This design comes from an exercise in tuning for small area, a short achievable clock period and few clock cycles on the open sky130 flow, not from production work. At most, simulation tests tie the RTL to the original design; equivalence was not proved. Power figures rest on the tool's default switching activity, not on a simulated workload.

==> inputs of job 6702 <==
==> flow/design.v <==
`default_nettype none
package ola_pkg;
  localparam int LIST_DEPTH_DEF = 32;
  localparam int VAL_W          = 32;
  localparam int KIND_W         = 2;
  localparam int STATUS_W       = 3;
  localparam logic [KIND_W-1:0] KIND_APPEND = 2'd0;
  localparam logic [KIND_W-1:0] KIND_REMOVE = 2'd1;
  localparam logic [KIND_W-1:0] KIND_DUMP   = 2'd2;
  localparam logic [STATUS_W-1:0] ST_APPENDED  = 3'd0;
  localparam logic [STATUS_W-1:0] ST_REMOVED   = 3'd1;
  localparam logic [STATUS_W-1:0] ST_NOT_FOUND = 3'd2;
  localparam logic [STATUS_W-1:0] ST_EMPTY     = 3'd3;
  localparam logic [STATUS_W-1:0] ST_FULL      = 3'd4;
  typedef struct packed {
    logic append;    
    logic compare;   
    logic remove;    
    logic rotate;    
  } cell_ctl_t;
endpackage
`default_nettype wire
`default_nettype none
module ola_cell (
  input  wire                        clk,
  input  wire                        ld,        
  input  wire                        sh,        
  input  wire                        m_en,      
  input  wire                        occ,       
  input  wire [ola_pkg::VAL_W-1:0]   ld_val,
  input  wire                        ld_m,
  input  wire [ola_pkg::VAL_W-1:0]   nxt_val,
  input  wire                        nxt_raw,
  input  wire [ola_pkg::VAL_W-1:0]   cmp_val,   
  output logic [ola_pkg::VAL_W-1:0]  value,
  output logic                       raw,       
  output logic                       match
);
  logic [ola_pkg::VAL_W-1:0] value_r;
  logic                      match_r;
  assign value = value_r;
  assign match = match_r;
  assign raw   = occ && (value_r == cmp_val);
  always_ff @(posedge clk) begin
    value_r <= ({ola_pkg::VAL_W{ld}} & ld_val) |
               ({ola_pkg::VAL_W{sh}} & nxt_val) |
               ({ola_pkg::VAL_W{!ld && !sh}} & value_r);
    if (m_en) begin
      match_r <= ld ? ld_m : (sh ? nxt_raw : raw);
    end
  end
endmodule
`default_nettype wire
`default_nettype none
module ordered_list_append_remove (
  input  wire                                clk,
  input  wire                                rst_n,
  input  wire                                in_valid,
  output logic                               in_stall,
  input  wire        [ola_pkg::KIND_W-1:0]   in_kind,
  input  wire signed [ola_pkg::VAL_W-1:0]    in_value,
  output logic                               out_valid,
  input  wire                                out_stall,
  output logic       [ola_pkg::STATUS_W-1:0] out_status,
  output logic signed [ola_pkg::VAL_W-1:0]   out_entry,
  output logic                               out_last
);
  localparam int N  = ola_pkg::LIST_DEPTH_DEF;
  localparam int W  = ola_pkg::VAL_W;
  localparam int CW = $clog2(N + 1);
  logic                       p2_v;
  logic [ola_pkg::KIND_W-1:0] p2_k;
  logic [W-1:0]               p2_val;
  logic [CW-1:0]              cnt_r, cnt_nxt;
  logic [CW-1:0]              dleft_r;       
  logic [W-1:0]               val  [N+1];
  logic [N:0]                 raw;
  logic [N-1:0]               m_r;
  logic [N-1:0]               pre;
  logic [N-1:0]               ld, sh, occ;
  logic [N:0]                 tl_r, tl_nxt;  
  logic                       p2_app, p2_rem, p2_dmp;
  logic                          o_v, k_v;
  logic [ola_pkg::STATUS_W-1:0]  o_st, k_st, w_st;
  logic [W-1:0]                  o_e, k_e, w_e;
  logic                          o_l, k_l, w_l;
  logic room, empty, full, dlast, done;
  logic adv_r, take;
  logic app_do, rem_do, rot_do, found, w_v;
  logic [W-1:0] ld_val;
  logic ld_m, fwd;
  logic p2_v_n, k_v_n, adv_n, dlast_n;
  logic dec, nx0, nx1;
  logic [ola_pkg::KIND_W-1:0] p2_k_n;
  assign room  = !k_v;
  assign empty = (cnt_r == '0);
  assign full  = (cnt_r == CW'(N));
  assign dlast = (dleft_r == '0);
  assign app_do = p2_app && room && !full;
  assign rem_do = p2_rem && room;
  assign rot_do = p2_dmp && room && !empty;
  assign done     = p2_v && room && ((p2_k != ola_pkg::KIND_DUMP) || empty || dlast);
  assign in_stall = !adv_r;
  assign take     = in_valid && adv_r;
  always_comb begin
    logic [N-1:0] p;
    p = m_r;
    for (int d = 1; d < N; d = d * 2) begin
      for (int i = N - 1; i >= d; i--) p[i] = p[i] | p[i-d];
    end
    pre = p;
  end
  assign found = pre[N-1];
  assign dec   = rem_do && found;
  always_comb begin
    for (int i = 0; i < N; i++) begin
      occ[i] = (cnt_r > CW'(i));
      ld[i]  = (app_do && tl_r[i]) || (rot_do && tl_r[i+1]);
      sh[i]  = (rem_do && pre[i]) || (rot_do && (cnt_r > CW'(i + 1)));
    end
  end
  assign ld_val = p2_k[1] ? val[0] : p2_val;
  assign fwd    = (p2_val == in_value);
  assign ld_m   = p2_k[1] ? raw[0] : fwd;
  assign val[N] = '0;
  assign raw[N] = 1'b0;
  genvar gi;
  generate
    for (gi = 0; gi < N; gi++) begin : g_slot
      ola_cell u_cell (
        .clk     (clk),
        .ld      (ld[gi]),
        .sh      (sh[gi]),
        .m_en    (adv_r),
        .occ     (occ[gi]),
        .ld_val  (ld_val),
        .ld_m    (ld_m),
        .nxt_val (val[gi+1]),
        .nxt_raw (raw[gi+1]),
        .cmp_val (in_value),
        .value   (val[gi]),
        .raw     (raw[gi]),
        .match   (m_r[gi])
      );
    end
  endgenerate
  always_comb begin
    w_v  = p2_v && room && (p2_k != 2'd3);
    w_e  = p2_val;
    w_l  = 1'b1;
    w_st = ola_pkg::ST_APPENDED;
    cnt_nxt = cnt_r;
    tl_nxt  = tl_r;
    case (p2_k)
      ola_pkg::KIND_APPEND: begin
        w_st = full ? ola_pkg::ST_FULL : ola_pkg::ST_APPENDED;
        if (app_do) cnt_nxt = cnt_r + 1'b1;
        if (app_do) tl_nxt = {tl_r[N-1:0], 1'b0};
      end
      ola_pkg::KIND_REMOVE: begin
        w_st = empty ? ola_pkg::ST_EMPTY : (found ? ola_pkg::ST_REMOVED : ola_pkg::ST_NOT_FOUND);
        if (rem_do && found) cnt_nxt = cnt_r - 1'b1;
        if (rem_do && found) tl_nxt = {1'b0, tl_r[N:1]};
      end
      ola_pkg::KIND_DUMP: begin
        if (empty) begin
          w_st = ola_pkg::ST_EMPTY;
        end else begin
          w_e = val[0];
          w_l = dlast;
        end
      end
      default: begin
      end
    endcase
  end
  always_comb begin
    p2_v_n  = adv_r ? in_valid : p2_v;
    p2_k_n  = adv_r ? in_kind : p2_k;
    k_v_n   = k_v ? out_stall : (w_v && o_v && out_stall);
    nx0     = (tl_r[0] && !app_do) || (tl_r[1] && dec);
    nx1     = (tl_r[1] && !app_do && !dec) || (tl_r[0] && app_do) || (tl_r[2] && dec);
    dlast_n = adv_r ? nx1 : (rot_do ? (dleft_r == CW'(1)) : dlast);
    adv_n   = !p2_v_n || (!k_v_n && ((p2_k_n != ola_pkg::KIND_DUMP) || nx0 || dlast_n));
  end
  assign out_valid  = o_v;
  assign out_status = o_st;
  assign out_entry  = o_e;
  assign out_last   = o_l;
  always_ff @(posedge clk) begin
    if (!rst_n) begin
      p2_v    <= 1'b0;
      cnt_r   <= '0;
      tl_r    <= (N+1)'(1);
      p2_app  <= 1'b0;
      p2_rem  <= 1'b0;
      p2_dmp  <= 1'b0;
      dleft_r <= '0;
      o_v     <= 1'b0;
      k_v     <= 1'b0;
      adv_r   <= 1'b1;
    end else begin
      p2_v    <= p2_v_n;
      cnt_r   <= cnt_nxt;
      tl_r    <= tl_nxt;
      if (adv_r) begin
        p2_app <= in_valid && (in_kind == ola_pkg::KIND_APPEND);
        p2_rem <= in_valid && (in_kind == ola_pkg::KIND_REMOVE);
        p2_dmp <= in_valid && (in_kind == ola_pkg::KIND_DUMP);
      end
      if (adv_r) dleft_r <= app_do ? cnt_r : (dec ? cnt_r - 2'd2 : cnt_r - 1'b1);
      else if (rot_do) dleft_r <= dleft_r - 1'b1;
      k_v     <= k_v_n;
      adv_r   <= adv_n;
      if (k_v) o_v <= 1'b1;
      else if (w_v) o_v <= 1'b1;
      else if (!out_stall) o_v <= 1'b0;
    end
  end
  always_ff @(posedge clk) begin
    if (adv_r) begin
      p2_k   <= in_kind;
      p2_val <= in_value;
    end
    if (!o_v || !out_stall) begin
      if (k_v) begin
        o_st <= k_st;
        o_e  <= k_e;
        o_l  <= k_l;
      end else begin
        o_st <= w_st;
        o_e  <= w_e;
        o_l  <= w_l;
      end
    end
    if (!k_v) begin
      k_st <= w_st;
      k_e  <= w_e;
      k_l  <= w_l;
    end
  end
endmodule
`default_nettype wire
==> flow/run.sh <==
#!/bin/bash
# synth_recipe.tcl (not shown) runs the flow's synth.tcl, then flattens the netlist and writes it again
# the make line also repeats each setting of config.mk as NAME=value (left out here)
make -C /OpenROAD-flow-scripts/flow DESIGN_CONFIG=/design/flow/config.mk WORK_HOME=/design/flow/orfs CLKGATE_MAP_FILE= SYNTH_SCRIPT=/design/flow/synth_recipe.tcl finish
==> flow/config.mk <==
export PLATFORM = sky130hd
export DESIGN_NAME = ordered_list_append_remove
export DESIGN_NICKNAME = ordered_list_append_remove
export VERILOG_FILES = /design/flow/design.v
export SDC_FILE = /design/flow/constraint.sdc
export NUM_CORES = 4
export LEC_CHECK = 0
export CAP_MARGIN = 20
export CORE_MARGIN = 2
export CORE_UTILIZATION = 40
export SETUP_SLACK_MARGIN = 2.8
export SLEW_MARGIN = 20
==> flow/constraint.sdc <==
create_clock -name core_clock -period 5.5 [get_ports {clk}]
set_input_delay 1.1000 -clock core_clock [delete_from_list [all_inputs] [get_ports {clk}]]
set_output_delay 1.1000 -clock core_clock [all_outputs]
set_load 0.01 [all_outputs]
==> inputs of job 2184, as changes to job 6702 <==
--- a/flow/design.v
+++ b/flow/design.v
@@ -25,7 +25,7 @@
   input  wire                        clk,
   input  wire                        ld,        
   input  wire                        sh,        
-  input  wire                        m_en,      
+  input  wire                        hd,        
   input  wire                        occ,       
   input  wire [ola_pkg::VAL_W-1:0]   ld_val,
   input  wire                        ld_m,
@@ -44,10 +44,8 @@
   always_ff @(posedge clk) begin
     value_r <= ({ola_pkg::VAL_W{ld}} & ld_val) |
                ({ola_pkg::VAL_W{sh}} & nxt_val) |
-               ({ola_pkg::VAL_W{!ld && !sh}} & value_r);
-    if (m_en) begin
-      match_r <= ld ? ld_m : (sh ? nxt_raw : raw);
-    end
+               ({ola_pkg::VAL_W{hd}} & value_r);
+    match_r <= ld ? ld_m : (sh ? nxt_raw : raw);
   end
 endmodule
 `default_nettype wire
@@ -77,15 +75,17 @@
   logic [N:0]                 raw;
   logic [N-1:0]               m_r;
   logic [N-1:0]               pre;
-  logic [N-1:0]               ld, sh, occ;
+  logic [N-1:0]               ld, sh, hd, occ;
   logic [N:0]                 tl_r, tl_nxt;  
   logic                       p2_app, p2_rem, p2_dmp;
+  logic                       ex_r;          
+  logic [ola_pkg::STATUS_W-1:0] ex_st;       
   logic                          o_v, k_v;
   logic [ola_pkg::STATUS_W-1:0]  o_st, k_st, w_st;
   logic [W-1:0]                  o_e, k_e, w_e;
   logic                          o_l, k_l, w_l;
   logic room, empty, full, dlast, done;
-  logic adv_r, take;
+  logic adv_r, stall_r, take;
   logic app_do, rem_do, rot_do, found, w_v;
   logic [W-1:0] ld_val;
   logic ld_m, fwd;
@@ -93,14 +93,14 @@
   logic dec, nx0, nx1;
   logic [ola_pkg::KIND_W-1:0] p2_k_n;
   assign room  = !k_v;
-  assign empty = (cnt_r == '0);
-  assign full  = (cnt_r == CW'(N));
+  assign empty = tl_r[0];
+  assign full  = tl_r[N];
   assign dlast = (dleft_r == '0);
-  assign app_do = p2_app && room && !full;
-  assign rem_do = p2_rem && room;
+  assign app_do = p2_app && !ex_r && !full;
+  assign rem_do = p2_rem && !ex_r;
   assign rot_do = p2_dmp && room && !empty;
   assign done     = p2_v && room && ((p2_k != ola_pkg::KIND_DUMP) || empty || dlast);
-  assign in_stall = !adv_r;
+  assign in_stall = stall_r;
   assign take     = in_valid && adv_r;
   always_comb begin
     logic [N-1:0] p;
@@ -116,7 +116,8 @@
     for (int i = 0; i < N; i++) begin
       occ[i] = (cnt_r > CW'(i));
       ld[i]  = (app_do && tl_r[i]) || (rot_do && tl_r[i+1]);
-      sh[i]  = (rem_do && pre[i]) || (rot_do && (cnt_r > CW'(i + 1)));
+      sh[i]  = (rem_do && pre[i]) || (rot_do && !tl_r[i+1]);
+      hd[i]  = !(rot_do || (app_do && tl_r[i]) || (rem_do && pre[i]));
     end
   end
   assign ld_val = p2_k[1] ? val[0] : p2_val;
@@ -131,7 +132,7 @@
         .clk     (clk),
         .ld      (ld[gi]),
         .sh      (sh[gi]),
-        .m_en    (adv_r),
+        .hd      (hd[gi]),
         .occ     (occ[gi]),
         .ld_val  (ld_val),
         .ld_m    (ld_m),
@@ -153,12 +154,12 @@
     tl_nxt  = tl_r;
     case (p2_k)
       ola_pkg::KIND_APPEND: begin
-        w_st = full ? ola_pkg::ST_FULL : ola_pkg::ST_APPENDED;
+        w_st = ex_r ? ex_st : (full ? ola_pkg::ST_FULL : ola_pkg::ST_APPENDED);
         if (app_do) cnt_nxt = cnt_r + 1'b1;
         if (app_do) tl_nxt = {tl_r[N-1:0], 1'b0};
       end
       ola_pkg::KIND_REMOVE: begin
-        w_st = empty ? ola_pkg::ST_EMPTY : (found ? ola_pkg::ST_REMOVED : ola_pkg::ST_NOT_FOUND);
+        w_st = ex_r ? ex_st : (empty ? ola_pkg::ST_EMPTY : (found ? ola_pkg::ST_REMOVED : ola_pkg::ST_NOT_FOUND));
         if (rem_do && found) cnt_nxt = cnt_r - 1'b1;
         if (rem_do && found) tl_nxt = {1'b0, tl_r[N:1]};
       end
@@ -195,14 +196,18 @@
       p2_app  <= 1'b0;
       p2_rem  <= 1'b0;
       p2_dmp  <= 1'b0;
+      ex_r    <= 1'b0;
       dleft_r <= '0;
       o_v     <= 1'b0;
       k_v     <= 1'b0;
       adv_r   <= 1'b1;
+      stall_r <= 1'b0;
     end else begin
       p2_v    <= p2_v_n;
       cnt_r   <= cnt_nxt;
       tl_r    <= tl_nxt;
+      if (adv_r) ex_r <= 1'b0;
+      else if (p2_app || p2_rem) ex_r <= 1'b1;
       if (adv_r) begin
         p2_app <= in_valid && (in_kind == ola_pkg::KIND_APPEND);
         p2_rem <= in_valid && (in_kind == ola_pkg::KIND_REMOVE);
@@ -212,6 +217,7 @@
       else if (rot_do) dleft_r <= dleft_r - 1'b1;
       k_v     <= k_v_n;
       adv_r   <= adv_n;
+      stall_r <= !adv_n;
       if (k_v) o_v <= 1'b1;
       else if (w_v) o_v <= 1'b1;
       else if (!out_stall) o_v <= 1'b0;
@@ -233,6 +239,7 @@
         o_l  <= w_l;
       end
     end
+    if (!ex_r) ex_st <= w_st;
     if (!k_v) begin
       k_st <= w_st;
       k_e  <= w_e;
SETUP_SLACK_MARGIN = 3.0   (was 2.8)
==> results_tabular.tex <==
\begin{tabular}{lr}
\hline
Metric & Value \\
\hline
\multicolumn{2}{l}{\textbf{Run status}} \\
\quad Status & timing/DRC/antenna clean \\
\multicolumn{2}{l}{\textbf{Power}} \\
\quad Part of the total power dissipated in sequential elements & 0.439 \\
\quad Power in the clock group & 9620 uW \\
\multicolumn{2}{l}{\textbf{Setup path}} \\
\quad Worst R2R Start & g\_slot[27].u\_cell.match\_r \\
\multicolumn{2}{l}{\textbf{Routing}} \\
\quad Detailed-route via count & 53500 \\
\multicolumn{2}{l}{\textbf{Finish}} \\
\quad Area of all sequential standard cells & 25200 um2 \\
\quad Cell area after layout & 69700 um2 \\
\hline
\end{tabular}
-- figures above: job 2184

==> results_tabular.tex <==
\begin{tabular}{lr}
\hline
Metric & Value \\
\hline
\multicolumn{2}{l}{\textbf{Run status}} \\
\quad Status & timing/DRC/antenna clean \\
\multicolumn{2}{l}{\textbf{Power}} \\
\quad Switching power & 6930 uW \\
\quad Part of the total power dissipated in sequential elements & 0.451 \\
\quad Power in the clock group & 9280 uW \\
\quad Cell area power density & 332 nW/um2 \\
\multicolumn{2}{l}{\textbf{Routing}} \\
\quad Total met3 wirelength after detailed routing & 26300 um \\
\quad Detailed-route via count & 51900 \\
\multicolumn{2}{l}{\textbf{Setup path}} \\
\quad Worst R2R Start & p2\_k[1] \\
\multicolumn{2}{l}{\textbf{Finish}} \\
\quad Area of all sequential standard cells & 25300 um2 \\
\quad Cell area after layout & 69000 um2 \\
\multicolumn{2}{l}{\textbf{STA}} \\
\quad Slew Viols, Final & 0 \\
\multicolumn{2}{l}{\textbf{Placement}} \\
\quad Detailed placement HPWL & 157000 um \\
\multicolumn{2}{l}{\textbf{Synthesis}} \\
\quad Most numerous cell types in the synthesized netlist & sky130\_fd\_sc\_hd\_\_dfxtp\_1, sky130\_fd\_sc\_hd\_\_nor2\_1, sky130\_fd\_sc\_hd\_\_a221o\_1, sky130\_fd\_sc\_hd\_\_xor2\_1, sky130\_fd\_sc\_hd\_\_clkbuf\_1 \\
\hline
\end{tabular}
-- figures above: job 6702

Testbench counts of job 2184, summed over its fixed seeds: cycles 22,371.
Function not checked in job 6702: the RTL went through the layout flow alone.

## separate check: timing with driven ports
The results above use ideal ports. As a check the final layouts listed here were re-extracted and re-timed, cells and wires unchanged.
Step 1: set_driving_cell puts a clkbuf_16 on clk and a buf_2 on each other input, an assumption about the parent block.
Step 2, shift: input delay + t, output delay - t, t = (earliest + latest rising clock arrival at the registers) / 2. This alone moves slack from input paths to output paths.
Slacks: ideal / step 1 / step 2; pairs: ideal / step 1.
run | t, ns | slack for setup (ns) | pins driven straight from the clock port
job 6702 | 0.885 | 2.751 / 2.768 / 1.894 | 1
job 2184 | 0.877 | 2.874 / 2.874 / 2.063 | 1
After both steps every run listed still meets setup and hold. The setup slack of job 6702, which loses most, moves by +0.017 ns with the drivers and by -0.857 ns with both steps.
